Background: an optimization exercise with open tools, aiming at small area and a short achievable clock period. Do not read the settings as production practice.
Only simulation tests tie the RTL to the original design; equivalence was not proved.
Power figures rest on the tool's default switching activity, not on a simulated workload.

`flow/run.sh`:
```
#!/bin/bash
# synth_recipe.tcl (not shown) runs the flow's synth.tcl, then flattens the netlist and writes it again
# the make line also repeats each setting of config.mk as NAME=value (left out here)
make -C /OpenROAD-flow-scripts/flow DESIGN_CONFIG=/design/flow/config.mk WORK_HOME=/design/flow/orfs CLKGATE_MAP_FILE= SYNTH_SCRIPT=/design/flow/synth_recipe.tcl finish
```
`flow/config.mk`:
```
export PLATFORM = sky130hd
export DESIGN_NAME = data_memory_responder
export DESIGN_NICKNAME = data_memory_responder
export VERILOG_FILES = /design/flow/design.v
export SDC_FILE = /design/flow/constraint.sdc
export NUM_CORES = 4
export LEC_CHECK = 0
export ABC_CLOCK_PERIOD_IN_PS = 2500
export CAP_MARGIN = 20
export CORE_MARGIN = 2
export CORE_UTILIZATION = 55
export CTS_BUF_LIST = sky130_fd_sc_hd__clkbuf_8 sky130_fd_sc_hd__clkbuf_16
export CTS_CLUSTER_DIAMETER = 60
export CTS_CLUSTER_SIZE = 20
export SETUP_SLACK_MARGIN = 2.35
export SLEW_MARGIN = 20
export SYNTH_HIERARCHICAL = 1
export SYNTH_MINIMUM_KEEP_SIZE = 0
```
`flow/constraint.sdc`:
```
create_clock -name core_clock -period 5.0 [get_ports {clk}]
set_input_delay 1.0000 -clock core_clock [delete_from_list [all_inputs] [get_ports {clk}]]
set_output_delay 1.0000 -clock core_clock [all_outputs]
set_load 0.01 [all_outputs]
```
`flow/design.v`:
```
package dm_pkg;
    localparam int unsigned DM_DATA_W = 16;
    localparam int unsigned DM_ADDR_W = 16;
    typedef enum logic [1:0] {
        IDLE = 2'd0,
        WAIT = 2'd1,
        DONE = 2'd2
    } dm_state_t;
    typedef enum logic {
        OP_RD = 1'b0,
        OP_WR = 1'b1
    } dm_op_t;
endpackage
module dm_bit (
    input  logic clk,
    input  logic we,
    input  logic wen,
    input  logic wd,
    output logic q
);
    always_ff @(posedge clk) begin
        q <= (q && wen) || (wd && we);
    end
endmodule
module dm_word (
    input  logic        clk,
    input  logic        we,
    input  logic        wen,
    input  logic [15:0] wd,
    output logic [15:0] q
);
    for (genvar b = 0; b < 16; b++) begin : g_b
        dm_bit u_bit (.clk(clk), .we(we), .wen(wen), .wd(wd[b]), .q(q[b]));
    end
endmodule
module dm_dec (
    input  logic hiw_n,
    input  logic lo_n,
    output logic we,
    output logic wen
);
    assign we  = !(hiw_n || lo_n);
    assign wen = hiw_n || lo_n;
endmodule
module dm_aoi3 (
    input  logic a0, s0,
    input  logic a1, s1,
    input  logic a2, s2,
    output logic y_n
);
    assign y_n = !((a0 && s0) || (a1 && s1) || (a2 && s2));
endmodule
module dm_nand2 (
    input  logic a0, s0,
    output logic y_n
);
    assign y_n = !(a0 && s0);
endmodule
module dm_col #(
    parameter int unsigned N = 256
) (
    input  logic [N-1:0] d,
    input  logic [N-1:0] sel,
    output logic         y
);
    localparam int unsigned G3 = N / 3;
    localparam int unsigned G1 = N % 3;
    logic [G3+G1-1:0] t_n;
    for (genvar g = 0; g < G3; g++) begin : g_t3
        dm_aoi3 u_t (
            .a0(d[3*g]),   .s0(sel[3*g]),
            .a1(d[3*g+1]), .s1(sel[3*g+1]),
            .a2(d[3*g+2]), .s2(sel[3*g+2]),
            .y_n(t_n[g])
        );
    end
    for (genvar g = 0; g < G1; g++) begin : g_t1
        dm_nand2 u_t (.a0(d[3*G3+g]), .s0(sel[3*G3+g]), .y_n(t_n[G3+g]));
    end
    assign y = !(&t_n);
endmodule
module dm_bank #(
    parameter int unsigned NW = 32
) (
    input  logic                         clk,
    input  logic [NW-1:0]                rsel,
    input  logic [NW/16-1:0]             hiw_n,
    input  logic [15:0]                  lo_n,
    input  logic [dm_pkg::DM_DATA_W-1:0] wdata,
    output logic [dm_pkg::DM_DATA_W-1:0] rdata
);
    localparam int unsigned DW = dm_pkg::DM_DATA_W;
    logic [NW-1:0] we, wen;
    logic [DW-1:0] q [NW];
    logic [NW-1:0] qt [DW];
    for (genvar w = 0; w < NW; w++) begin : g_w
        dm_dec u_dec (
            .hiw_n(hiw_n[w / 16]),
            .lo_n (lo_n[w % 16]),
            .we   (we[w]),
            .wen  (wen[w])
        );
        dm_word u_word (
            .clk (clk),
            .we  (we[w]),
            .wen (wen[w]),
            .wd  (wdata),
            .q   (q[w])
        );
        for (genvar b = 0; b < DW; b++) begin : g_b
            assign qt[b][w] = q[w][b];
        end
    end
    for (genvar b = 0; b < DW; b++) begin : g_c
        dm_col #(.N(NW)) u_col (
            .d   (qt[b]),
            .sel (rsel),
            .y   (rdata[b])
        );
    end
endmodule
module dm_array
#(
    parameter int unsigned DEPTH = 256,
    parameter int unsigned AW    = 8,
    parameter int unsigned NW    = 32
) (
    input  logic                         clk,
    input  logic [DEPTH-1:0]             rsel,
    input  logic [15:0]                  hiw_n,
    input  logic [15:0]                  lo_n,
    input  logic [dm_pkg::DM_DATA_W-1:0] wdata,
    output logic [DEPTH/NW*dm_pkg::DM_DATA_W-1:0] part
);
    for (genvar k = 0; k < DEPTH / NW; k++) begin : g_k
        dm_bank #(.NW(NW)) u_bank (
            .clk   (clk),
            .rsel  (rsel[NW*k +: NW]),
            .hiw_n (hiw_n[NW/16*k +: NW/16]),
            .lo_n  (lo_n),
            .wdata (wdata),
            .rdata (part[16*k +: 16])
        );
    end
endmodule
module data_memory_responder
#(
    parameter int unsigned DEPTH = 256,
    parameter int unsigned LAT   = 2
) (
    input  logic        clk,
    input  logic        rst_n,
    input  logic [15:0] DMADDR,
    input  logic [15:0] DMDIN,
    input  logic        RD,
    input  logic        WR,
    output logic [15:0] DMDOUT,
    output logic        BUSY,
    output logic        DONE,
    output logic        ERR
);
    localparam int unsigned AW = 8;
    localparam int unsigned DW = dm_pkg::DM_DATA_W;
    localparam int unsigned NW = 32;
    localparam int unsigned NB = DEPTH / NW;
    logic             busy_q, s1_q, s2_q, done_q, err_q;
    logic             wr_q, ok_q;
    logic [AW-1:0]    addr_q;
    logic [15:0]      hiw_n_q, lo_n_q;
    logic [DW-1:0]    data_q, dout_q;
    logic [DEPTH-1:0] rsel_d, rsel_q;
    logic [NB*DW-1:0] part, part_q;
    logic [DW-1:0]    rword;
    logic [15:0]      hi_dec, lo_dec;
    logic             accept, req_ok;
    assign accept = !busy_q && (RD || WR);
    assign req_ok = (DMADDR[15:AW] == '0);
    always_ff @(posedge clk or negedge rst_n) begin
        if (!rst_n) begin
            busy_q  <= 1'b0;
            s1_q    <= 1'b0;
            s2_q    <= 1'b0;
            done_q  <= 1'b0;
            err_q   <= 1'b0;
            hiw_n_q <= '1;
            dout_q  <= '0;
        end else begin
            busy_q  <= accept || s1_q || s2_q;
            s1_q    <= accept;
            s2_q    <= s1_q;
            done_q  <= s2_q;
            err_q   <= s2_q && !ok_q;
            for (int i = 0; i < 16; i++)
                hiw_n_q[i] <= !(s1_q && wr_q && ok_q && addr_q[7:4] == 4'(i));
            if (s2_q && !wr_q) dout_q  <= ok_q ? rword : '0;
        end
    end
    always_comb begin
        for (int i = 0; i < 16; i++) begin
            hi_dec[i] = (DMADDR[7:4] == 4'(i));
            lo_dec[i] = (DMADDR[3:0] == 4'(i));
        end
        for (int w = 0; w < DEPTH; w++) rsel_d[w] = hi_dec[w / 16] && lo_dec[w % 16];
    end
    always_ff @(posedge clk) begin
        if (accept) begin
            wr_q   <= WR;
            ok_q   <= req_ok;
            data_q <= DMDIN;
            addr_q <= DMADDR[AW-1:0];
        end
        for (int i = 0; i < 16; i++) lo_n_q[i] <= !(addr_q[3:0] == 4'(i));
        rsel_q <= rsel_d;
        part_q <= part;
    end
    always_comb begin
        rword = '0;
        for (int k = 0; k < NB; k++) rword = rword | part_q[DW*k +: DW];
    end
    dm_array #(
        .DEPTH (DEPTH),
        .AW    (AW),
        .NW    (NW)
    ) u_array (
        .clk   (clk),
        .rsel  (rsel_q),
        .hiw_n (hiw_n_q),
        .lo_n  (lo_n_q),
        .wdata (data_q),
        .part  (part)
    );
    assign DMDOUT = dout_q;
    assign BUSY   = busy_q;
    assign DONE   = done_q;
    assign ERR    = err_q;
endmodule
```
==> impl_metrics.yaml, run 1 <==
run_status:
  status: "complete, no violations"
run:
  maxCapViolCount: 0
synth:
  yosysWarnings: 12
  synth.avg_cell_area_um2: 12.8
  ys.flop_type: "dfxtp_1"
  syn_nets: 11700
  synth_common_cells: "4496 x dfxtp_1, 4112 x a22o_1, 1280 x a222oi_1"
  synth.most_common_cell: "dfxtp_1"
  synth.top_cell.area_share_pct: 60.3
  synth_area_leaders: "dfxtp_1 60%, a22o_1 24%, a222oi_1 8.6%, nand4_1 1.6%, nor2_1 1.3%"
  postSynthCellCount: 11700
  ys_ff_latch: 4559
  synth_area_um2: 149000
  synth_top_cell_by_area: "dfxtp_1"
  synth_cell_types: 25
  synth-edff-count: 26
  synthArstFlopShare_pct: 0.812
  yosysSeqAreaShare_pct: 61.5
detailed_routing:
  drt-wirelength-per-cell_um: 34.5
  ant_nets: 0
  drc: 0
  drtPass1Iterations: 17
  vias_per_cell: 7.63
  routed_wl_um: 549000
  initialDrtViolationCount: 21600
  num_vias: 121000
pwr:
  internal-power_w: 0.0543
  p_sw_w: 0.0194
  power_frac_comb_pct: 10.0
  power_density_nw_per_um2: 446
  clkPwrFrac_pct: 33.0
  p_leak_nw: 63.3
  p_seq_share_pct: 57.0
  irDropWorstVdd_mv: 0.522
  p_sw_share_pct: 26.3
global_route:
  track_usage_pct: 37.6
  grt_pass1_vias: 112000
  grt_max_degree: 164
  antenna_found_initial: 45
  grt_pass1_wl_um: 788000
  grt_overflow_total: 0
worst_setup_path:
  cp_top_family: "flip-flops"
  worstSetupPathType: "register to register"
  worst-endpoint-required_ns: 5.85
  crit_path_end_kind: "register"
  arrival_ns: 3.51
  startpoint_type: "register"
  path_cells: "buf_4 > or2_1 > a22o_1"
  max_stage_delay_ns: 0.90
  critPathBufInv: 1
  path_max_fanout: 21
  critPathSlowestCell: "dfxtp_2"
  r2r-start: "lo_n_q[15]"
  cp-startpoint: "lo_n_q[15]"
die:
  coreArea_um2: 270000
  die_y_um: 525
  die-area_um2: 275000
  die_x_um: 525
  rows: 191
  start_util_pct: 55.2
  ios: 55
placement:
  io_buffer_count: 54
  hpwl_um: 339000
  gp_congestion: 0.917
sta:
  setup_violations: 0
  post-route-min-period_ns: 2.67
  fin_crit_sh_pct: 53.3
  tns_ns: 0
  final_max_slew_viol_count: 0
  fmax_ghz: 0.375
  slew_headroom_pct: 12.4
  tightest_slew_ns: 1.31
  finalClockSkew_ns: 0.0471
  finalHoldViolCount: 0
  rsz0062_at_grt: "no"
  whs_ns: 0.201
clock_network:
  htreeDepth: 5
  cts_tree: "yes"
  clkTransAtPathRegs_ns: 0.08
  clockBufferDepth: 4
  cts-root-buf: "clkbuf_16"
  cts_buffers: 285
  clock_latency_ns: 0.95
  cts.sinks: 4559
final_layout:
  nNetsFinal: 12200
  drive_above_1_share_pct: 6.77
  syn_to_final_growth_pct: 10.5
worst_hold_path:
  min_path_type: "input pin to async pin"
-- sequential cells by signal, summed over array words and instances, names as in the netlist, 8 cells and up --
name,cells
data_q,16
rsel_q,256
lo_n_q,16
part_q,128
u_array.g_k.u_bank.g_w.u_word.g_b.u_bit.q,4096
dout_q,16
hiw_n_q,16
addr_q,8
-- power by group through the flow --
stage | clock [W] | sequential (W) | combinational, W
3_5_place_dp | 0 | 0.0427 | 0.00727
4_1_cts | 0.0245 | 0.0419 | 0.00724
3_3_place_gp | 0 | 0.0425 | 0.00700
2_1_floorplan | 0 | 0.0431 | 0.00315
6_report | 0.0243 | 0.0420 | 0.00736
5_1_grt | 0.0258 | 0.0423 | 0.00769
-- placed cells by master, fill, tap and decap left out, types with 15 or more instances in the layout --
cell,netlist,final
a222oi_1,1280,1280
a22o_1,4112,4112
buf_12,0,27
buf_2,16,20
buf_4,16,149
clkbuf_16,0,295
clkbuf_8,0,20
clkdlybuf4s50_1,0,34
dfrtp_2,0,17
dfstp_2,16,16
dfxtp_1,4496,4480
dfxtp_2,0,15
diode_2,0,18
edfxtp_1,26,26
inv_1,2,38
inv_6,0,25
nand2_1,311,302
nand3_1,23,17
nand4_1,388,388
nor2_1,524,356
nor2_2,0,167
nor4_1,32,30
or2_1,256,256
or3_1,129,129
-- cell families after synthesis --
logic type	share of synthesized area, %
AOI/OAI and AO/OA	32.7
buffers and inverters	0.147
and+or+nand+nor	5.65
DFF	61.5
-- worst register-to-register path: stages, from the launching register on --
cell and delay, ns:
dfxtp_2 0.90, buf_4 0.68, or2_1 0.74, a22o_1 0.26
-- per-module statistics from Yosys (local to each module, per instance), a selection --
module,cell area (um^2),flip-flops and latches,cells
data_memory_responder,11800,463,920
dm_bit,28.8,1,2
dm_aoi3,10.0,0,1
dm_dec,10.0,0,2
dm_nand2,3.75,0,1
-- metrics by stage --
stage / utilization (%) / std cells / power (W) / instance area, um^2 / setup slack, ns
after CTS: 61.0 / 15900 / 0.0736 / 165000 / 2.37
after global routing: 61.0 / 15900 / 0.0758 / 165000 / 2.40
after global placement: 57.6 / 15400 / 0.0495 / 156000 / 1.70
after detailed placement: 57.8 / 15400 / 0.0500 / 156000 / 1.67
after floorplan: - / 11700 / 0.0463 / 149000 / 0.323
final: 61.0 / 15900 / 0.0736 / 165000 / 2.33
-- area by class of cell --
cell class / count / area [um^2]
Antenna cell: 18 / 45.0
Tap cell: 3570 / 4470
Inverter: 2 / 7.51
Multi-Input combinational cell: 7076 / 57800
Sequential cell: 4559 / 91800
Timing Repair Buffer: 237 / 2180
Clock buffer: 315 / 7660
Clock inverter: 112 / 1030
Fill cell: 21200 / 105000
-- routing by layer --
layer  track usage, %  wire (um)  vias up
li1                 -          -    50900
met1             53.7     224000    61600
met4             18.4      28800       28
met5                0        172        -
met3             7.14      60100     1034
met2             54.4     235000     7718
-- what timing repair did --
item,CTS,global route
setup buffers,1,0
gates resized for setup,95,1
endpoints found under the setup margin,19,14
pin swaps,0,0
hold buffers,0,0
-- final timing paths --
kind / cells past startpoint / to / slack [ns]
setup / recovery: 3 / u_array.g_k[1].u_bank.g_w[15].u_word.g_b[4].u_bit.q / 2.33
hold / removal: 2 / dout_q[1] / 0.20
setup reg to reg: 3 / u_array.g_k[1].u_bank.g_w[15].u_word.g_b[4].u_bit.q / 2.33
hold reg to reg: 0 / done_q / 0.44
max in group asynchronous: 2 / err_q / 4.28
min in group core_clock: 0 / done_q / 0.44
==> inputs of run 2 (changes only) <==
==> flow/flow/run.sh (new file) <==
#!/bin/bash
# The standard layout, with two changes: the port buffers are plain buffers
# (buf_4) instead of the delay cells buffer_ports picks by default, and timing
# repair may resize a cell to one of a different width.
set -euo pipefail
bash standard.sh MATCH_CELL_FOOTPRINT=0 "BUFFER_PORTS_ARGS=-buffer_cell sky130_fd_sc_hd__buf_4" finish > make_flow.log 2>&1
==> flow/standard.sh (new file) <==
#!/bin/bash
# synth_recipe.tcl (not shown) runs the flow's synth.tcl, then flattens the netlist and writes it again
# the make line also repeats each setting of config.mk as NAME=value (left out here)
make -C /OpenROAD-flow-scripts/flow DESIGN_CONFIG=/design/flow/config.mk WORK_HOME=/design/flow/orfs CLKGATE_MAP_FILE= SYNTH_SCRIPT=/design/flow/synth_recipe.tcl "${@:-finish}"
--- a/flow/config.mk
+++ b/flow/config.mk
@@ -12,7 +12,7 @@
 export CTS_BUF_LIST = sky130_fd_sc_hd__clkbuf_8 sky130_fd_sc_hd__clkbuf_16
 export CTS_CLUSTER_DIAMETER = 60
 export CTS_CLUSTER_SIZE = 20
-export SETUP_SLACK_MARGIN = 2.35
+export SETUP_SLACK_MARGIN = 2.5
 export SLEW_MARGIN = 20
 export SYNTH_HIERARCHICAL = 1
 export SYNTH_MINIMUM_KEEP_SIZE = 0
removed: flow/run.sh
==> impl_metrics.yaml, run 2 <==
die:
  coreArea_um2: 270000
  rows: 191
  start_util_pct: 55.2
  ios: 55
  die-area_um2: 275000
  die_y_um: 525
  die_x_um: 525
detailed_routing:
  routed_wl_um: 544000
  ant_nets: 0
  drt-wirelength-per-cell_um: 34.3
  met2_length_um: 236000
  num_vias: 121000
  drc: 0
  maxUsedRoutingLayer: "met5"
  drtPass1Iterations: 17
  wl_met1_um: 224000
  initialDrtViolationCount: 22100
  vias_per_cell: 7.61
  wl_met3_um: 61000
run_status:
  status: "complete, no violations"
synth:
  synth.most_common_cell: "dfxtp_1"
  synthArstFlopShare_pct: 0.812
  synth_area_um2: 149000
  postSynthCellCount: 11700
  synth.top_cell.area_share_pct: 60.3
  synth-edff-count: 26
  synth_area_leaders: "dfxtp_1 60%, a22o_1 24%, a222oi_1 8.6%, nand4_1 1.6%, nor2_1 1.3%"
  yosysSeqAreaShare_pct: 61.5
  yosysWarnings: 12
  synth.avg_cell_area_um2: 12.8
  synth_cell_types: 25
  ys.flop_type: "dfxtp_1"
  synth_common_cells: "4496 x dfxtp_1, 4112 x a22o_1, 1280 x a222oi_1"
  synth_top_cell_by_area: "dfxtp_1"
  ys_ff_latch: 4559
  syn_nets: 11700
sta:
  finalClockSkew_ns: 0.0458
  rsz0062_at_grt: "yes"
  finalHoldViolCount: 0
  tightest_slew_ns: 1.44
  post-route-min-period_ns: 2.57
  setup_violations: 0
  slew_headroom_pct: 4.11
  fin_crit_sh_pct: 51.4
  tns_ns: 0
  final_max_slew_viol_count: 0
  fmax_ghz: 0.389
pwr:
  p_sw_share_pct: 26.2
  p_sw_w: 0.0196
  power_frac_comb_pct: 10.1
  p_seq_share_pct: 56.1
  power_density_nw_per_um2: 452
  power_w: 0.0749
  irDropWorstVdd_mv: 0.472
  internal-power_w: 0.0552
  clkPwrFrac_pct: 33.9
  p_leak_nw: 63.4
clock_network:
  cts_hold_buf: 0
  clkTransAtPathRegs_ns: 0.08
  cts-root-buf: "clkbuf_16"
  htreeDepth: 5
  cts_buffers: 292
  cts_tree: "yes"
  clock_latency_ns: 0.95
  clockBufferDepth: 4
  cts.sinks: 4559
placement:
  hpwl_um: 328000
  io_buffer_count: 54
  gp_congestion: 0.911
worst_setup_path:
  path_cells: "buf_6"
  critPathBufInv: 1
  path_depth: 1
  worst-endpoint-required_ns: 4.00
  cp_top_family: "flip-flops"
  critPathSlowestCell: "dfrtp_2"
  r2r_slack_ns: 2.44
  max_stage_delay_ns: 0.47
  r2r-start: "rsel_q[85]"
  path_max_fanout: 2
  arrival_ns: 1.57
  crit_path_end_kind: "primary output"
  worstSetupPathType: "register to primary output"
  reg2reg_depth: 3
  startpoint_type: "register"
  reg2reg_to: "part_q[39]"
final_layout:
  largest_reg_flops: 4096
  reg_top3: "u_array.g_k.u_bank.g_w.u_word.g_b.u_bit.q: 4096 flops, rsel_q: 256 flops, part_q: 128 flops"
  syn_to_final_growth_pct: 10.9
  top_register: "u_array.g_k.u_bank.g_w.u_word.g_b.u_bit.q"
  layout_common_cells: "4479 x dfxtp_1, 4112 x a22o_1, 1280 x a222oi_1"
  nNetsFinal: 12200
  drive_above_1_share_pct: 7.42
  fillers: 21200
  mostFrequentLayoutCell: "dfxtp_1"
global_route:
  grt_pass1_wl_um: 784000
  track_usage_pct: 37.3
  grt_pass1_vias: 111000
  grt_overflow_total: 0
  antenna_found_initial: 38
  grt_max_degree: 155
worst_hold_path:
  min_path_type: "input pin to async pin"
run:
  maxCapViolCount: 0
run 2: cell counts after synthesis:
Identical to the previous run, type by type.
run 2: cell type report:
class / count / area, um^2 / share of cell area [%]
diodes: 21 / 52.6 / 0.0318
well taps: 3570 / 4470 / 2.70
flip-flops and latches: 4559 / 91800 / 55.5
multi-input cells: 7076 / 58000 / 35.1
clock buffers: 328 / 7990 / 4.83
inverters: 2 / 7.51 / 0.00454
repair buffers: 194 / 1850 / 1.12
clock inverters: 124 / 1280 / 0.775
run 2: worst max-delay path by stage:
stage                          from                                                 end
after floorplan           data_q[0]  u_array.g_k[0].u_bank.g_w[0].u_word.g_b[0].u_bit.q
after global placement    DMADDR[0]                                         rsel_q[156]
after detailed placement  DMADDR[1]                                         rsel_q[221]
after CTS                 dout_q[2]                                           DMDOUT[2]
after global routing      dout_q[5]                                           DMDOUT[5]
final                     dout_q[5]                                           DMDOUT[5]
run 2: per-module statistics from Yosys (local to each module, per instance), excerpt:
module	flops+latches	cells
dm_aoi3	0	1
dm_bit	1	2
data_memory_responder	463	920
dm_nand2	0	1
dm_dec	0	2
run 2: metrics by stage:
step / util [%] / setup slack (ns) / instance area (um^2) / hold slack (ns) / cells
final: 61.2 / 2.43 / 165000 / 0.0356 / 15900
after global placement: 57.4 / 2.04 / 155000 / 0.403 / 15400
after global routing: 61.2 / 2.40 / 165000 / 0.0546 / 15900
after floorplan: - / 0.323 / 149000 / 0.382 / 11700
after CTS: 61.1 / 2.38 / 165000 / 0.0262 / 15900
after detailed placement: 57.7 / 2.19 / 156000 / 0.401 / 15400
run 2: metal layers:
metal	global-route usage, %	vias up
met1	54.1	61200
met3	7.25	955
met5	0	-
met2	54.5	7758
li1	-	50800
met4	15.1	16
run 2: power groups by stage:
stage / combinational (W) / sequential [W] / clock, W
floorplan: 0.00315 / 0.0431 / 0
global placement: 0.00710 / 0.0425 / 0
detailed placement: 0.00737 / 0.0427 / 0
CTS: 0.00742 / 0.0419 / 0.0256
global route: 0.00783 / 0.0423 / 0.0268
finish: 0.00753 / 0.0420 / 0.0253
run 2: what timing repair did:
item / in CTS / in global routing
gates resized for setup: 39 / 6
hold endpoints to repair: 0 / 0
setup buffers: 3 / 1
gates cloned: 0 / 0
setup endpoints to repair: 78 / 128
pin swaps: 0 / 1
run 2: cells by family (layout without fill, tap and decap cells):
logic type / Yosys count / count (layout) / share of synthesized area, %
compound gates: 5392 / 5392 / 32.7
buf+inv: 37 / 648 / 0.147
other cells: 0 / 21 / 0
flops: 4559 / 4559 / 61.5
simple gates: 1684 / 1684 / 5.65
==> inputs of run 3 (changes only) <==
==> flow/flow/run.sh (replaced) <==
#!/bin/bash
# The standard layout with three changes:
#  - the port buffers are plain buffers (buf_4) instead of the delay cells
#    buffer_ports picks by default;
#  - timing repair may resize a cell to one of a different width;
#  - after placement, each flip-flop that drives an output port's buffer is
#    moved next to that buffer (with the gate that alone feeds its D input)
#    and the placement is legalized again, so the clock-to-output path does
#    not cross the die. Clock tree synthesis runs after this move.
# Each tool's output goes to a log file of its own in this folder.
set -euo pipefail
KNOBS=(MATCH_CELL_FOOTPRINT=0 "BUFFER_PORTS_ARGS=-buffer_cell sky130_fd_sc_hd__buf_4")
R=orfs/results/${FLOW_PLATFORM}/data_memory_responder/base
bash standard.sh "${KNOBS[@]}" place > make_place.log 2>&1
IN_ODB=$R/3_place.odb OUT_ODB=$R/3_place_moved.odb \
    openroad -no_init -exit flow/move_out_flops.tcl > move_out_flops.log 2>&1
cp $R/3_place_moved.odb $R/3_place.odb
bash standard.sh "${KNOBS[@]}" finish > make_finish.log 2>&1
==> flow/flow/move_out_flops.tcl (new file) <==
# Move each flip-flop that drives an output port's buffer next to that
# buffer (with the gate that alone feeds its D input), then legalize. Only placement changes; the netlist is untouched.
read_db $::env(IN_ODB)
set block [ord::get_db_block]
set moved 0
foreach bt [$block getBTerms] {
  if {[$bt getIoType] ne "OUTPUT"} { continue }
  set net [$bt getNet]
  if {$net eq "NULL"} { continue }
  set buf ""
  foreach it [$net getITerms] {
    if {[$it isOutputSignal]} { set buf [$it getInst] }
  }
  if {$buf eq ""} { continue }
  # the buffer's input net and its driver
  foreach it [$buf getITerms] {
    if {[$it isInputSignal] && [$it getNet] ne "NULL"} { set innet [$it getNet] }
  }
  set drv ""
  foreach it [$innet getITerms] {
    if {[$it isOutputSignal]} { set drv [$it getInst] }
  }
  if {$drv eq ""} { continue }
  if {![string match "*df*" [[$drv getMaster] getName]]} { continue }
  set loc [$buf getLocation]
  $drv setLocation [lindex $loc 0] [lindex $loc 1]
  $drv setPlacementStatus PLACED
  incr moved
  puts "moved [$drv getName] to buffer [$buf getName] at $loc"
  # also move the single-fanout gate that drives the flip-flop's D input
  set dnet ""
  foreach it [$drv getITerms] {
    if {[[$it getMTerm] getName] eq "D" && [$it getNet] ne "NULL"} { set dnet [$it getNet] }
  }
  if {$dnet ne "" && [llength [$dnet getITerms]] == 2} {
    foreach it [$dnet getITerms] {
      if {[$it isOutputSignal]} {
        set g [$it getInst]
        if {![string match "*df*" [[$g getMaster] getName]]} {
          $g setLocation [lindex $loc 0] [lindex $loc 1]
          $g setPlacementStatus PLACED
          puts "  and its D driver [$g getName] ([[$g getMaster] getName])"
        }
      }
    }
  }
}
puts "moved $moved flip-flops"
detailed_placement
check_placement -verbose
write_db $::env(OUT_ODB)
==> impl_metrics.yaml, run 3 <==
synth:
  synth_fa_ha_area_share_pct: 0
  synth_cell_types: 25
  synth_compound_area_share_pct: 32.7
  ys_ff_latch: 4559
  synthArstFlopShare_pct: 0.812
  synth_area_leaders: "dfxtp_1 60%, a22o_1 24%, a222oi_1 8.6%, nand4_1 1.6%, nor2_1 1.3%"
  ys.flop_type: "dfxtp_1"
  synth.top_cell.area_share_pct: 60.3
  yosysWarnings: 12
  postSynthCellCount: 11700
  synth.most_common_cell: "dfxtp_1"
  synth_area_um2: 149000
  yosysSeqAreaShare_pct: 61.5
  synth_top_family_by_area: "compound AO/OA/AOI/OAI gates"
  synth_mux_area_share_pct: 0
  synth-edff-count: 26
  synth.avg_cell_area_um2: 12.8
  synth_top_cell_by_area: "dfxtp_1"
  synth_xor_area_share_pct: 0
  syn_nets: 11700
  synth-simple-area-share_pct: 5.65
  synth_common_cells: "4496 x dfxtp_1, 4112 x a22o_1, 1280 x a222oi_1"
final_layout:
  drive_above_1_share_pct: 6.93
  syn_to_final_growth_pct: 10.3
  largest_reg_flops: 4096
  nNetsFinal: 12200
  multiInputGateArea_um2: 58000
  top_register: "u_array.g_k.u_bank.g_w.u_word.g_b.u_bit.q"
  seq_area_um2: 91800
  reg_top3: "u_array.g_k.u_bank.g_w.u_word.g_b.u_bit.q: 4096 flops, rsel_q: 256 flops, part_q: 128 flops"
  layout_common_cells: "4479 x dfxtp_1, 4112 x a22o_1, 1280 x a222oi_1"
  fillers: 21200
  mostFrequentLayoutCell: "dfxtp_1"
sta:
  fin_crit_sh_pct: 52.0
  tns_ns: 0
  finalHoldViolCount: 0
  finalClockSkew_ns: 0.0318
  rsz0062_at_grt: "yes"
  final_max_slew_viol_count: 0
  tightest_slew_ns: 1.29
  slew_headroom_pct: 13.3
  post-route-min-period_ns: 2.60
  setup_violations: 0
  fmax_ghz: 0.385
  setup_ws_ns: 2.40
run:
  maxCapViolCount: 0
global_route:
  antenna_found_initial: 45
  track_usage_pct: 37.3
  grt_overflow_total: 0
  grt_max_degree: 155
  grt_pass1_wl_um: 783000
  grt_pass1_vias: 111000
pwr:
  p_leak_nw: 63.1
  p_seq_share_pct: 57.2
  irDropWorstVdd_mv: 0.430
  internal-power_w: 0.0541
  clkPwrFrac_pct: 32.4
  p_sw_w: 0.0192
  power_w: 0.0733
  p_sw_share_pct: 26.2
  power_frac_comb_pct: 10.4
  power_density_nw_per_um2: 445
detailed_routing:
  drt-wirelength-per-cell_um: 34.3
  initialDrtViolationCount: 22100
  maxUsedRoutingLayer: "met5"
  drtPass1Iterations: 14
  wl_met3_um: 61200
  ant_nets: 0
  met2_length_um: 234000
  num_vias: 121000
  vias_per_cell: 7.62
  routed_wl_um: 543000
  drc: 0
  wl_met1_um: 223000
die:
  rows: 191
  ios: 55
  die_x_um: 525
  coreArea_um2: 270000
  start_util_pct: 55.2
  die_y_um: 525
  die-area_um2: 275000
worst_setup_path:
  reg2reg_to: "dout_q[6]"
  reg2reg_depth: 3
  critPathBufInv: 0
  path_cells: "nor4_2 > nand2_1 > a22o_1"
  critPathSlowestCell: "nor4_2"
  r2r-start: "part_q[70]"
  worstSetupPathType: "register to register"
  cp_top_family: "simple AND/OR/NAND/NOR gates"
  crit_path_end_kind: "register"
  path_max_fanout: 1
  max_stage_delay_ns: 1.17
  startpoint_type: "register"
  r2r_slack_ns: 2.40
  worst-endpoint-required_ns: 5.79
  arrival_ns: 3.39
clock_network:
  clock_latency_ns: 0.92
  cts-root-buf: "clkbuf_16"
  clockBufferDepth: 4
  clkTransAtPathRegs_ns: 0.08
  htreeDepth: 5
  cts_buffers: 284
  cts.sinks: 4559
  cts_tree: "yes"
placement:
  hpwl_um: 328000
  post-place-ws_ns: 2.19
  gp_congestion: 0.911
  io_buffer_count: 54
worst_hold_path:
  min_path_type: "input pin to async pin"
run_status:
  status: "complete, no violations"
==> run 3: worst max-delay path by stage <==
| stage | to | depth (start not counted) | from | slack (ns) |
|---|---|---|---|---|
| 2_1_floorplan | u_array.g_k[0].u_bank.g_w[0].u_word.g_b[0].u_bit.q | 1 | data_q[0] | 0.32 |
| 3_3_place_gp | rsel_q[156] | 4 | DMADDR[0] | 2.04 |
| 3_5_place_dp | rsel_q[221] | 4 | DMADDR[1] | 2.19 |
| 4_1_cts | DMDOUT[2] | 1 | dout_q[2] | 2.47 |
| 5_1_grt | DMDOUT[2] | 1 | dout_q[2] | 2.49 |
| 6_report | dout_q[6] | 3 | part_q[70] | 2.40 |
==> run 3: worst reg2reg max path, cell delays in order, from the launching register on <==
cell     delay, ns
dfxtp_1       0.51
nor4_2        1.18
nand2_1       0.46
a22o_1        0.33
==> run 3: per-stage QoR <==
| step | util [%] | hold WS (ns) | cells | area (um^2) |
|---|---|---|---|---|
| 3_5_place_dp | 57.7 | 0.401 | 15400 | 156000 |
| 4_1_cts | 60.8 | 0.0939 | 15800 | 164000 |
| 2_1_floorplan | - | 0.382 | 11700 | 149000 |
| 3_3_place_gp | 57.4 | 0.403 | 15400 | 155000 |
| 6_report | 60.9 | 0.125 | 15800 | 165000 |
| 5_1_grt | 60.9 | 0.142 | 15800 | 165000 |
==> run 3: logic make-up after synthesis <==
family | after synthesis
AOI/OAI and AO/OA | 5392
DFF | 4559
and+or+nand+nor | 1684
buffers and inverters | 37
==> run 3: timing repair <==
action	4_1_cts	5_1_grt
hold buffers	0	0
endpoints found under the setup margin	58	101
resized for setup	8	5
buffers inserted	6	0
pin swaps	1	1
==> run 3: power by group through the flow <==
stage | combinational (W) | clock [W] | sequential [W]
floorplan | 0.00315 | 0 | 0.0431
global placement | 0.00710 | 0 | 0.0425
detailed placement | 0.00737 | 0 | 0.0427
CTS | 0.00749 | 0.0239 | 0.0418
global route | 0.00788 | 0.0253 | 0.0422
finish | 0.00760 | 0.0237 | 0.0419
==> run 3: cell type report <==
cell class	count	area share (%)
Inverter	2	0.00456
Multi-Input combinational cell	7076	35.2
Clock inverter	101	0.515
Sequential cell	4559	55.8
Tap cell	3570	2.71
Antenna cell	22	0.0334
Clock buffer	309	4.59
Timing Repair Buffer	198	1.14
==> run 3: per-module statistics from Yosys, one instance, submodules excluded, excerpt <==
module / area (um^2) / flops+latches / cells inside
data_memory_responder: 11800 / 463 / 920
dm_aoi3: 10.0 / 0 / 1
dm_bit: 28.8 / 1 / 2
dm_dec: 10.0 / 0 / 2
dm_nand2: 3.75 / 0 / 1
==> run 3: per-layer routing <==
metal  vias to the layer above  track usage, %
met2                      7789            54.3
met3                      1025            7.36
met4                        16            15.9
met1                     61000            53.7
met5                         -               0
li1                      50800               -
==> inputs of run 4 (changes only) <==
--- a/flow/config.mk
+++ b/flow/config.mk
@@ -8,10 +8,10 @@
 export ABC_CLOCK_PERIOD_IN_PS = 2500
 export CAP_MARGIN = 20
 export CORE_MARGIN = 2
-export CORE_UTILIZATION = 55
+export CORE_UTILIZATION = 58
 export CTS_BUF_LIST = sky130_fd_sc_hd__clkbuf_8 sky130_fd_sc_hd__clkbuf_16
-export CTS_CLUSTER_DIAMETER = 60
-export CTS_CLUSTER_SIZE = 20
+export CTS_CLUSTER_DIAMETER = 70
+export CTS_CLUSTER_SIZE = 24
 export SETUP_SLACK_MARGIN = 2.5
 export SLEW_MARGIN = 20
 export SYNTH_HIERARCHICAL = 1
==> impl_metrics.yaml, run 4 <==
sta:
  tns_ns: 0
  fin_crit_sh_pct: 50.5
  finalClockSkew_ns: 0.0390
  slew_headroom_pct: 15.1
  final_max_slew_viol_count: 0
  fmax_ghz: 0.396
  post-route-min-period_ns: 2.52
  whs_ns: 0.156
  setup_violations: 0
  rsz0062_at_grt: "yes"
  finalHoldViolCount: 0
  tightest_slew_ns: 1.27
detailed_routing:
  met2_length_um: 231000
  wl_met3_um: 59900
  num_vias: 121000
  drtPass1Iterations: 15
  drc: 0
  ant_nets: 0
  vias_per_cell: 7.78
  wl_met1_um: 216000
  initialDrtViolationCount: 22000
  drt-wirelength-per-cell_um: 34.3
  routed_wl_um: 535000
  maxUsedRoutingLayer: "met5"
run_status:
  status: "complete, no violations"
synth:
  synth_area_um2: 149000
  postSynthCellCount: 11700
  synth.avg_cell_area_um2: 12.8
  ys_ff_latch: 4559
  synth_common_cells: "4496 x dfxtp_1, 4112 x a22o_1, 1280 x a222oi_1"
  ys.flop_type: "dfxtp_1"
  synth_area_leaders: "dfxtp_1 60%, a22o_1 24%, a222oi_1 8.6%, nand4_1 1.6%, nor2_1 1.3%"
  synthArstFlopShare_pct: 0.812
  synth_top_cell_by_area: "dfxtp_1"
  synth-edff-count: 26
  yosysWarnings: 12
  synth.top_cell.area_share_pct: 60.3
  yosysSeqAreaShare_pct: 61.5
  synth.most_common_cell: "dfxtp_1"
  syn_nets: 11700
  synth_cell_types: 25
final_layout:
  layout_common_cells: "4479 x dfxtp_1, 4112 x a22o_1, 1280 x a222oi_1"
  top_register: "u_array.g_k.u_bank.g_w.u_word.g_b.u_bit.q"
  syn_to_final_growth_pct: 8.92
  drive_above_1_share_pct: 6.15
  nNetsFinal: 12100
  mostFrequentLayoutCell: "dfxtp_1"
  design_area_um2: 163000
  reg_top3: "u_array.g_k.u_bank.g_w.u_word.g_b.u_bit.q: 4096 flops, rsel_q: 256 flops, part_q: 128 flops"
  postLayoutCoreUtil_pct: 63.4
  largest_reg_flops: 4096
  fillers: 19700
placement:
  io_buffer_count: 54
  hpwl_um: 325000
  placed_area_um2: 156000
  gp_congestion: 0.920
die:
  ios: 55
  start_util_pct: 58.2
  die_x_um: 511
  rows: 186
  die_y_um: 511
  die-area_um2: 261000
  coreArea_um2: 256000
clock_network:
  cts_tree: "yes"
  cts_hold_buf: 0
  cts.sinks: 4559
  clock_latency_ns: 0.91
  htreeDepth: 4
  cts_buffers: 214
  clkTransAtPathRegs_ns: 0.09
  cts-root-buf: "clkbuf_16"
  clockBufferDepth: 3
pwr:
  power_density_nw_per_um2: 427
  irDropWorstVdd_mv: 0.520
  p_leak_nw: 62.3
  power_w: 0.0695
global_route:
  grt_max_degree: 159
  track_usage_pct: 38.7
  antenna_found_initial: 47
  grt_overflow_total: 0
  grt_pass1_vias: 113000
  grt_pass1_wl_um: 774000
worst_setup_path:
  critPathBufInv: 0
  startpoint_type: "register"
  max_stage_delay_ns: 0.70
  cp-startpoint: "rsel_q[96]"
  worstSetupPathType: "register to register"
  critPathSlowestCell: "a222oi_1"
  cp_top_family: "simple AND/OR/NAND/NOR gates"
  path_max_fanout: 16
  arrival_ns: 3.28
  worst-endpoint-required_ns: 5.76
  path_cells: "a222oi_1 > nand4_1 > or3_1"
  crit_path_end_kind: "register"
  r2r-start: "rsel_q[96]"
worst_hold_path:
  min_path_type: "input pin to async pin"
run:
  maxCapViolCount: 0
==> run 4: final timing paths <==
| path | to | slack (ns) | cells past startpoint |
|---|---|---|---|
| worst min-delay path | dout_q[8] | 0.16 | 1 |
| worst max-delay path | part_q[59] | 2.48 | 3 |
| max in group asynchronous | s1_q | 4.28 | 1 |
| worst min register to register | done_q | 0.46 | 0 |
| worst max register to register | part_q[59] | 2.48 | 3 |
| min in group core_clock | data_q[2] | 0.27 | 1 |
==> run 4: cells by family (layout without fill, tap and decap cells) <==
| kind of cell | after synthesis | in the layout | share of synthesized area (%) |
|---|---|---|---|
| other | 0 | 17 | 0 |
| buffers and inverters | 37 | 563 | 0.147 |
| AND/OR/NAND/NOR | 1684 | 1684 | 5.65 |
| AO/OA/AOI/OAI | 5392 | 5392 | 32.7 |
| flip-flops | 4559 | 4559 | 61.5 |
==> run 4: worst reg2reg max path: cells and delay by family, from the launching register on <==
kind	cells	cell delay, ns
flip-flops	1	0.54
AND/OR/NAND/NOR	2	1.17
AO/OA/AOI/OAI	1	0.70
==> run 4: Yosys stat by module (local to each module, per instance), excerpt <==
module	area (um^2)	flip-flops and latches
data_memory_responder	11800	463
dm_dec	10.0	0
dm_aoi3	10.0	0
dm_nand2	3.75	0
dm_bit	28.8	1
==> run 4: per-stage QoR <==
| stage | std cells | setup slack, ns |
|---|---|---|
| finish | 15600 | 2.48 |
| global route | 15600 | 2.49 |
| CTS | 15600 | 2.50 |
| detailed placement | 15300 | 2.13 |
| global placement | 15200 | 2.15 |
| floorplan | 11700 | 0.323 |
==> run 4: repair_timing <==
| action | in CTS | in global routing |
|---|---|---|
| pin swaps | 0 | 1 |
| endpoints found under the hold margin | 0 | 0 |
| setup endpoints to repair | 56 | 181 |
| setup buffers | 3 | 6 |
| gates resized for setup | 5 | 12 |
==> run 4: power breakdown <==
group	leakage (nW)	internal, W	switching (W)
registers	38.5	0.0397	0.00222
logic	20.6	0.00300	0.00453
clock network	3.20	0.00856	0.0115
==> run 4: cell type report <==
class / count / area (um^2) / area share, %
Tap cell: 3384 / 4230 / 2.61
Clock inverter: 71 / 612 / 0.376
Inverter: 2 / 7.51 / 0.00462
Sequential cell: 4559 / 91800 / 56.5
Timing Repair Buffer: 257 / 2360 / 1.45
Multi-Input combinational cell: 7076 / 57800 / 35.6
Antenna cell: 17 / 42.5 / 0.0262
Clock buffer: 233 / 5670 / 3.49
==> run 4: per-layer routing <==
| layer | global-route usage [%] | vias up |
|---|---|---|
| met5 | 0 | - |
| li1 | - | 50700 |
| met2 | 56.7 | 8064 |
| met1 | 54.7 | 61300 |
| met3 | 8.11 | 1153 |
| met4 | 18.3 | 28 |
==> inputs of run 5 (changes only) <==
--- a/flow/design.v
+++ b/flow/design.v
@@ -61,7 +61,7 @@
 ) (
     input  logic [N-1:0] d,
     input  logic [N-1:0] sel,
-    output logic         y
+    output logic         y_n
 );
     localparam int unsigned G3 = N / 3;
     localparam int unsigned G1 = N % 3;
@@ -77,7 +77,7 @@
     for (genvar g = 0; g < G1; g++) begin : g_t1
         dm_nand2 u_t (.a0(d[3*G3+g]), .s0(sel[3*G3+g]), .y_n(t_n[G3+g]));
     end
-    assign y = !(&t_n);
+    assign y_n = &t_n;
 endmodule
 module dm_bank #(
     parameter int unsigned NW = 32
@@ -87,7 +87,7 @@
     input  logic [NW/16-1:0]             hiw_n,
     input  logic [15:0]                  lo_n,
     input  logic [dm_pkg::DM_DATA_W-1:0] wdata,
-    output logic [dm_pkg::DM_DATA_W-1:0] rdata
+    output logic [dm_pkg::DM_DATA_W-1:0] rdata_n
 );
     localparam int unsigned DW = dm_pkg::DM_DATA_W;
     logic [NW-1:0] we, wen;
@@ -115,7 +115,7 @@
         dm_col #(.N(NW)) u_col (
             .d   (qt[b]),
             .sel (rsel),
-            .y   (rdata[b])
+            .y_n (rdata_n[b])
         );
     end
 endmodule
@@ -128,18 +128,18 @@
     input  logic                         clk,
     input  logic [DEPTH-1:0]             rsel,
     input  logic [15:0]                  hiw_n,
-    input  logic [15:0]                  lo_n,
+    input  logic [DEPTH/64*16-1:0]       lo_n,
     input  logic [dm_pkg::DM_DATA_W-1:0] wdata,
-    output logic [DEPTH/NW*dm_pkg::DM_DATA_W-1:0] part
+    output logic [DEPTH/NW*dm_pkg::DM_DATA_W-1:0] part_n
 );
     for (genvar k = 0; k < DEPTH / NW; k++) begin : g_k
         dm_bank #(.NW(NW)) u_bank (
             .clk   (clk),
             .rsel  (rsel[NW*k +: NW]),
             .hiw_n (hiw_n[NW/16*k +: NW/16]),
-            .lo_n  (lo_n),
+            .lo_n  (lo_n[16*(NW*k/64) +: 16]),
             .wdata (wdata),
-            .rdata (part[16*k +: 16])
+            .rdata_n (part_n[16*k +: 16])
         );
     end
 endmodule
@@ -166,10 +166,11 @@
     logic             busy_q, s1_q, s2_q, done_q, err_q;
     logic             wr_q, ok_q;
     logic [AW-1:0]    addr_q;
-    logic [15:0]      hiw_n_q, lo_n_q;
+    logic [15:0]      hiw_n_q;
+    logic [DEPTH/64*16-1:0] lo_n_q;
     logic [DW-1:0]    data_q, dout_q;
     logic [DEPTH-1:0] rsel_d, rsel_q;
-    logic [NB*DW-1:0] part, part_q;
+    logic [NB*DW-1:0] part_n, part_n_q;
     logic [DW-1:0]    rword;
     logic [15:0]      hi_dec, lo_dec;
     logic             accept, req_ok;
@@ -209,13 +210,15 @@
             data_q <= DMDIN;
             addr_q <= DMADDR[AW-1:0];
         end
-        for (int i = 0; i < 16; i++) lo_n_q[i] <= !(addr_q[3:0] == 4'(i));
+        for (int c = 0; c < DEPTH / 64; c++)
+            for (int i = 0; i < 16; i++)
+                lo_n_q[16*c+i] <= !(addr_q[7:6] == 2'(c) && addr_q[3:0] == 4'(i));
         rsel_q <= rsel_d;
-        part_q <= part;
+        part_n_q <= part_n;
     end
     always_comb begin
         rword = '0;
-        for (int k = 0; k < NB; k++) rword = rword | part_q[DW*k +: DW];
+        for (int k = 0; k < NB; k++) rword = rword | ~part_n_q[DW*k +: DW];
     end
     dm_array #(
         .DEPTH (DEPTH),
@@ -227,7 +230,7 @@
         .hiw_n (hiw_n_q),
         .lo_n  (lo_n_q),
         .wdata (data_q),
-        .part  (part)
+        .part_n (part_n)
     );
     assign DMDOUT = dout_q;
     assign BUSY   = busy_q;
==> impl_metrics.yaml, run 5 <==
run_status:
  status: "complete, no violations"
worst_setup_path:
  cp-startpoint: "dout_q[4]"
  path_max_fanout: 2
  path_cells: "buf_6"
  r2r-start: "data_q[12]"
  reg2reg_to: "u_array.g_k[3].u_bank.g_w[15].u_word.g_b[12].u_bit.q"
  r2r_slack_ns: 2.56
  worstSetupPathType: "register to primary output"
  crit_path_end_kind: "primary output"
  arrival_ns: 1.48
  critPathBufInv: 1
  endpoint: "DMDOUT[4]"
  cp_top_family: "flip-flops"
  path_depth: 1
  reg2reg_depth: 3
  max_stage_delay_ns: 0.44
  critPathSlowestCell: "dfrtp_2"
  startpoint_type: "register"
  worst-endpoint-required_ns: 4.00
synth:
  synth_compound_area_share_pct: 32.3
  synth_mux_area_share_pct: 0
  yosysWarnings: 12
  yosysSeqAreaShare_pct: 61.4
  ys_ff_latch: 4607
  ys.flop_type: "dfxtp_1"
  synth_xor_area_share_pct: 0
  synth.avg_cell_area_um2: 12.8
  synth_common_cells: "4544 x dfxtp_1, 4096 x a22o_1, 1280 x a222oi_1"
  synth-edff-count: 26
  postSynthCellCount: 11800
  synth.most_common_cell: "dfxtp_1"
  synth_cell_types: 27
  synth.top_cell.area_share_pct: 60.3
  syn_nets: 11800
  synth_area_um2: 151000
  synth_top_family_by_area: "compound AO/OA/AOI/OAI gates"
  synthArstFlopShare_pct: 0.803
  synth_fa_ha_area_share_pct: 0
  synth-simple-area-share_pct: 6.12
  synth_top_cell_by_area: "dfxtp_1"
  synth_area_leaders: "dfxtp_1 60%, a22o_1 24%, a222oi_1 8.5%, nand4_1 1.7%, nor2_1 1.4%"
detailed_routing:
  vias_per_cell: 7.73
  drtPass1Iterations: 15
  routed_wl_um: 540000
  drc: 0
  initialDrtViolationCount: 22300
  ant_nets: 0
  drt-wirelength-per-cell_um: 34.4
  num_vias: 121000
placement:
  post-place-ws_ns: 2.16
  placed_cells: 15400
  hpwl_um: 337000
  io_buffer_count: 54
  gp_congestion: 0.918
  placed_area_um2: 157000
final_layout:
  nNetsFinal: 12200
  top_register: "u_array.g_k.u_bank.g_w.u_word.g_b.u_bit.q"
  drive_above_1_share_pct: 6.84
  postLayoutCoreUtil_pct: 63.3
  finalNonFillerCells: 15700
  largest_reg_flops: 4096
  layout_common_cells: "4544 x dfxtp_1, 4096 x a22o_1, 1280 x a222oi_1"
  design_area_um2: 164000
  reg_top3: "u_array.g_k.u_bank.g_w.u_word.g_b.u_bit.q: 4096 flops, rsel_q: 256 flops, part_n_q: 128 flops"
  mostFrequentLayoutCell: "dfxtp_1"
  syn_to_final_growth_pct: 8.69
die:
  start_util_pct: 58.2
  rows: 187
  ios: 55
  die_y_um: 514
  die-area_um2: 264000
  die_x_um: 514
  coreArea_um2: 259000
pwr:
  power_density_nw_per_um2: 427
  p_sw_share_pct: 26.2
  p_leak_nw: 62.1
  clkPwrFrac_pct: 28.7
  p_seq_share_pct: 60.6
  internal-power_w: 0.0516
  p_sw_w: 0.0183
  irDropWorstVdd_mv: 0.407
  power_frac_comb_pct: 10.7
global_route:
  grt_pass1_vias: 113000
  track_usage_pct: 38.8
  antenna_found_initial: 37
  grt_overflow_total: 0
  grt_max_degree: 159
  grt_pass1_wl_um: 782000
worst_hold_path:
  min_path_type: "input pin to async pin"
sta:
  slew_headroom_pct: 16.3
  tightest_slew_ns: 1.26
  setup_ws_ns: 2.52
  fin_crit_sh_pct: 49.6
  rsz0062_at_grt: "yes"
  finalHoldViolCount: 0
  final_max_slew_viol_count: 0
  finalClockSkew_ns: 0.0463
  post-route-min-period_ns: 2.48
  fmax_ghz: 0.403
  tns_ns: 0
  setup_violations: 0
clock_network:
  cts_buffers: 216
  cts-root-buf: "clkbuf_16"
  cts.sinks: 4607
  clockBufferDepth: 3
  cts_tree: "yes"
  htreeDepth: 4
  clkTransAtPathRegs_ns: 0.09
  clock_latency_ns: 0.92
  cts_hold_buf: 0
run:
  maxCapViolCount: 0
run 5: cell types whose count changed in the layout (fill, tap and decap cells not counted), moves of 12 or more:
cell	before	now
or3_1	129	1
dfxtp_1	4479	4544
inv_1	35	23
nor4_1	16	0
nand4_1	388	418
nor3_2	0	128
buf_4	211	164
nand2_1	303	360
nor2_2	150	177
nor4_2	16	0
a22o_1	4112	4096
o21ai_0	0	15
run 5: worst min-delay path by stage:
stage | end | slack, ns | start
2_1_floorplan | s2_q | 0.37 | s1_q
3_3_place_gp | s2_q | 0.38 | s1_q
3_5_place_dp | s2_q | 0.39 | s1_q
4_1_cts | dout_q[12] | 0.07 | rst_n
5_1_grt | dout_q[12] | 0.08 | rst_n
6_report | dout_q[14] | 0.09 | rst_n
run 5: area by class of cell:
cell class | count | area, um^2
fill | 20000 | 95200
tap | 3402 | 4260
multi-input combinational | 7159 | 58600
sequential | 4607 | 92700
timing repair buffer | 226 | 2220
antenna | 19 | 47.5
clock inverter | 60 | 547
clock buffer | 230 | 5670
run 5: per-module statistics from Yosys (local to each module, per instance), excerpt:
module,copies in the design,cell area [um^2]
dm_bit,4096,28.8
data_memory_responder,1,13000
dm_nand2,256,3.75
dm_dec,256,10.0
dm_aoi3,1280,10.0
run 5: kinds of logic after synthesis:
group / count (synthesis)
and+or+nand+nor: 1767
DFF: 4607
buffers and inverters: 42
AOI/OAI and AO/OA: 5392
run 5: what timing repair did:
action                                  in CTS  in global routing
buffers inserted                             9                  6
endpoints found under the setup margin      17                 15
gates resized for setup                     14                  4
run 5: metal layers:
metal | vias to the layer above | part of all wire, % | GRT usage, %
met5 | - | 0.024 | 0
met4 | 22 | 5.1 | 17.6
met3 | 1121 | 11 | 8.24
met2 | 7808 | 43 | 57.3
met1 | 61400 | 40 | 54.6
li1 | 51000 | - | -
run 5: power groups by stage:
stage	Clock (W)	Sequential, W	Combinational (W)
2_1_floorplan	0	0.0435	0.00318
3_3_place_gp	0	0.0429	0.00699
3_5_place_dp	0	0.0430	0.00726
4_1_cts	0.0202	0.0422	0.00735
5_1_grt	0.0215	0.0427	0.00781
6_report	0.0201	0.0424	0.00750
run 5: stage by stage:
step	total power [W]	hold WS, ns
after CTS	0.0698	0.0683
after floorplan	0.0467	0.369
final	0.0700	0.0935
after global routing	0.0720	0.0771
after global placement	0.0499	0.381
after detailed placement	0.0503	0.387
==> inputs of run 6 (changes only) <==
--- a/flow/config.mk
+++ b/flow/config.mk
@@ -8,11 +8,11 @@
 export ABC_CLOCK_PERIOD_IN_PS = 2500
 export CAP_MARGIN = 20
 export CORE_MARGIN = 2
-export CORE_UTILIZATION = 58
+export CORE_UTILIZATION = 55
 export CTS_BUF_LIST = sky130_fd_sc_hd__clkbuf_8 sky130_fd_sc_hd__clkbuf_16
-export CTS_CLUSTER_DIAMETER = 70
-export CTS_CLUSTER_SIZE = 24
-export SETUP_SLACK_MARGIN = 2.5
+export CTS_CLUSTER_DIAMETER = 60
+export CTS_CLUSTER_SIZE = 20
+export SETUP_SLACK_MARGIN = 2.65
 export SLEW_MARGIN = 20
 export SYNTH_HIERARCHICAL = 1
 export SYNTH_MINIMUM_KEEP_SIZE = 0
==> impl_metrics.yaml, run 6 <==
pwr:
  p_leak_nw: 63.6
  clkPwrFrac_pct: 32.6
  p_sw_share_pct: 26.1
  power_density_nw_per_um2: 444
  power_frac_comb_pct: 10.3
  internal-power_w: 0.0548
  irDropWorstVdd_mv: 0.300
  p_seq_share_pct: 57.1
  p_sw_w: 0.0194
sta:
  finalHoldViolCount: 0
  fmax_ghz: 0.401
  rsz0062_at_grt: "yes"
  finalClockSkew_ns: 0.0360
  post-route-min-period_ns: 2.49
  fin_crit_sh_pct: 49.9
  tightest_slew_ns: 1.19
  setup_ws_ns: 2.51
  tns_ns: 0
  final_max_slew_viol_count: 0
  slew_headroom_pct: 20.6
  setup_violations: 0
synth:
  synth_common_cells: "4544 x dfxtp_1, 4096 x a22o_1, 1280 x a222oi_1"
  syn_nets: 11800
  synth_cell_types: 27
  synth_top_cell_by_area: "dfxtp_1"
  synth_area_um2: 151000
  synthArstFlopShare_pct: 0.803
  yosysSeqAreaShare_pct: 61.4
  yosysWarnings: 12
  synth_area_leaders: "dfxtp_1 60%, a22o_1 24%, a222oi_1 8.5%, nand4_1 1.7%, nor2_1 1.4%"
  ys_ff_latch: 4607
  ys.flop_type: "dfxtp_1"
  synth.avg_cell_area_um2: 12.8
  synth-edff-count: 26
  synth.most_common_cell: "dfxtp_1"
  postSynthCellCount: 11800
  synth.top_cell.area_share_pct: 60.3
clock_network:
  cts_tree: "yes"
  cts_buffers: 289
  cts.sinks: 4607
  cts-root-buf: "clkbuf_16"
  clockBufferDepth: 4
  htreeDepth: 5
  cts_hold_buf: 0
  clkTransAtPathRegs_ns: 0.08
  clock_latency_ns: 0.93
detailed_routing:
  num_vias: 122000
  routed_wl_um: 558000
  initialDrtViolationCount: 21500
  drtPass1Iterations: 14
  ant_nets: 0
  drt-wirelength-per-cell_um: 34.7
  drc: 0
  vias_per_cell: 7.62
worst_setup_path:
  critPathSlowestCell: "dfrtp_1"
  crit_path_end_kind: "primary output"
  cp_top_family: "flip-flops"
  path_cells: "buf_6"
  startpoint_type: "register"
  arrival_ns: 1.49
  max_stage_delay_ns: 0.40
  worst-endpoint-required_ns: 4.00
  worstSetupPathType: "register to primary output"
  path_max_fanout: 2
  critPathBufInv: 1
global_route:
  antenna_found_initial: 29
  grt_pass1_vias: 112000
  grt_pass1_wl_um: 800000
  grt_max_degree: 141
  grt_overflow_total: 0
  track_usage_pct: 37.9
final_layout:
  reg_top3: "u_array.g_k.u_bank.g_w.u_word.g_b.u_bit.q: 4096 flops, rsel_q: 256 flops, part_n_q: 128 flops"
  mostFrequentLayoutCell: "dfxtp_1"
  syn_to_final_growth_pct: 10.7
  nNetsFinal: 12400
  layout_common_cells: "4541 x dfxtp_1, 4096 x a22o_1, 1280 x a222oi_1"
  multiInputGateArea_um2: 58600
  seq_area_um2: 92700
  largest_reg_flops: 4096
  fillers: 21400
  postLayoutCoreUtil_pct: 61.1
  drive_above_1_share_pct: 7.98
  top_register: "u_array.g_k.u_bank.g_w.u_word.g_b.u_bit.q"
placement:
  gp_congestion: 0.905
  io_buffer_count: 54
  post-place-ws_ns: 2.01
  hpwl_um: 348000
die:
  ios: 55
  die_x_um: 528
  rows: 192
  die_y_um: 528
  start_util_pct: 55.2
  die-area_um2: 279000
  coreArea_um2: 273000
run:
  maxCapViolCount: 0
run_status:
  status: "complete, no violations"
worst_hold_path:
  min_path_type: "input pin to async pin"
-- run 6: cell counts after synthesis --
Identical to the previous run, type by type.
-- run 6: cells by family (layout without fill, tap and decap cells) --
kind of cell	Yosys count	in the layout	share of synthesized area [%]
compound gates	5392	5392	32.3
buf+inv	42	692	0.162
flops	4607	4607	61.4
other cells	0	19	0
simple gates	1767	1767	6.12
-- run 6: worst paths after layout --
kind | startpoint | endpoint | slack [ns] | cells after the start
setup / recovery | dout_q[13] | DMDOUT[13] | 2.51 | 1
hold / removal | rst_n | dout_q[15] | 0.11 | 1
setup reg to reg | rsel_q[101] | part_n_q[56] | 2.59 | 3
hold reg to reg | s1_q | s2_q | 0.43 | 0
max in group asynchronous | rst_n | dout_q[13] | 4.48 | 1
min in group core_clock | DMDIN[11] | data_q[11] | 0.25 | 1
-- run 6: area by class of cell --
class	count	area share [%]
flip-flops and latches	4607	55.5
multi-input cells	7159	35.1
clock buffers	312	4.56
well taps	3589	2.69
repair buffers	277	1.59
clock inverters	103	0.568
diodes	19	0.0285
-- run 6: power groups by stage --
stage          sequential (W)  combinational [W]  clock, W
2_1_floorplan          0.0435            0.00318         0
4_1_cts                0.0422            0.00747    0.0244
6_report               0.0423            0.00761    0.0242
3_5_place_dp           0.0430            0.00739         0
3_3_place_gp           0.0429            0.00706         0
5_1_grt                0.0426            0.00792    0.0257
-- run 6: metal layers --
| metal | vias to the layer above | global-route usage (%) | share of wire (%) |
|---|---|---|---|
| met3 | 1054 | 8.17 | 12 |
| met5 | - | 0 | 0.025 |
| met2 | 8122 | 54.9 | 43 |
| met4 | 18 | 17.4 | 5.2 |
| li1 | 51300 | - | - |
| met1 | 61800 | 54.0 | 41 |
-- run 6: what timing repair did --
action	in CTS	in global routing
setup buffers	7	8
pin swaps	0	5
gates resized for setup	19	3
setup endpoints to repair	19	22
-- run 6: modules after synthesis, one instance, submodules excluded, excerpt --
| module | flip-flops and latches | cell area, um^2 | copies in the design |
|---|---|---|---|
| data_memory_responder | 511 | 13000 | 1 |
| dm_aoi3 | 0 | 10.0 | 1280 |
| dm_bit | 1 | 28.8 | 4096 |
| dm_dec | 0 | 10.0 | 256 |
| dm_nand2 | 0 | 3.75 | 256 |
-- run 6: metrics by stage --
stage	cell area [um^2]	std cells	hold WS, ns	total power, W
5_1_grt	167000	16100	0.128	0.0763
4_1_cts	167000	16000	0.0638	0.0741
3_5_place_dp	158000	15600	0.400	0.0504
6_report	167000	16100	0.107	0.0741
2_1_floorplan	151000	11800	0.369	0.0467
3_3_place_gp	157000	15600	0.394	0.0500

[afterwards: timing with drivers on the ports]
Ports are ideal in the flow. The routed layouts listed here were re-timed in OpenROAD. Step 1 sets driving cells, clkbuf_16 on the clock port and buf_2 on the other inputs (assumed; they add their load-dependent delay and slew). Step 2 also shifts input and output timing later by t, the mid clock arrival at the registers, as if the neighbouring blocks saw the same clock. Slacks: no drivers / after step 1 / after step 2; pairs: no drivers / after step 1.
run	shift t [ns]	slack for setup (ns)	worst setup path at the end
run 1	1.027	2.335 / 2.299 / 1.444	input to register
run 2	1.020	2.432 / 2.330 / 1.888	input to register
run 3	1.006	2.399 / 2.399 / 1.949	input to register
run 4	0.991	2.475 / 2.433 / 1.971	input to register
run 5	1.003	2.520 / 2.426 / 2.003	input to register
run 6	1.007	2.507 / 2.412 / 1.909	input to register
After both steps setup and hold are still met in every run listed. For run 1, which loses most, drivers alone change the setup slack by -0.036 ns; drivers and shift together by -0.891 ns.
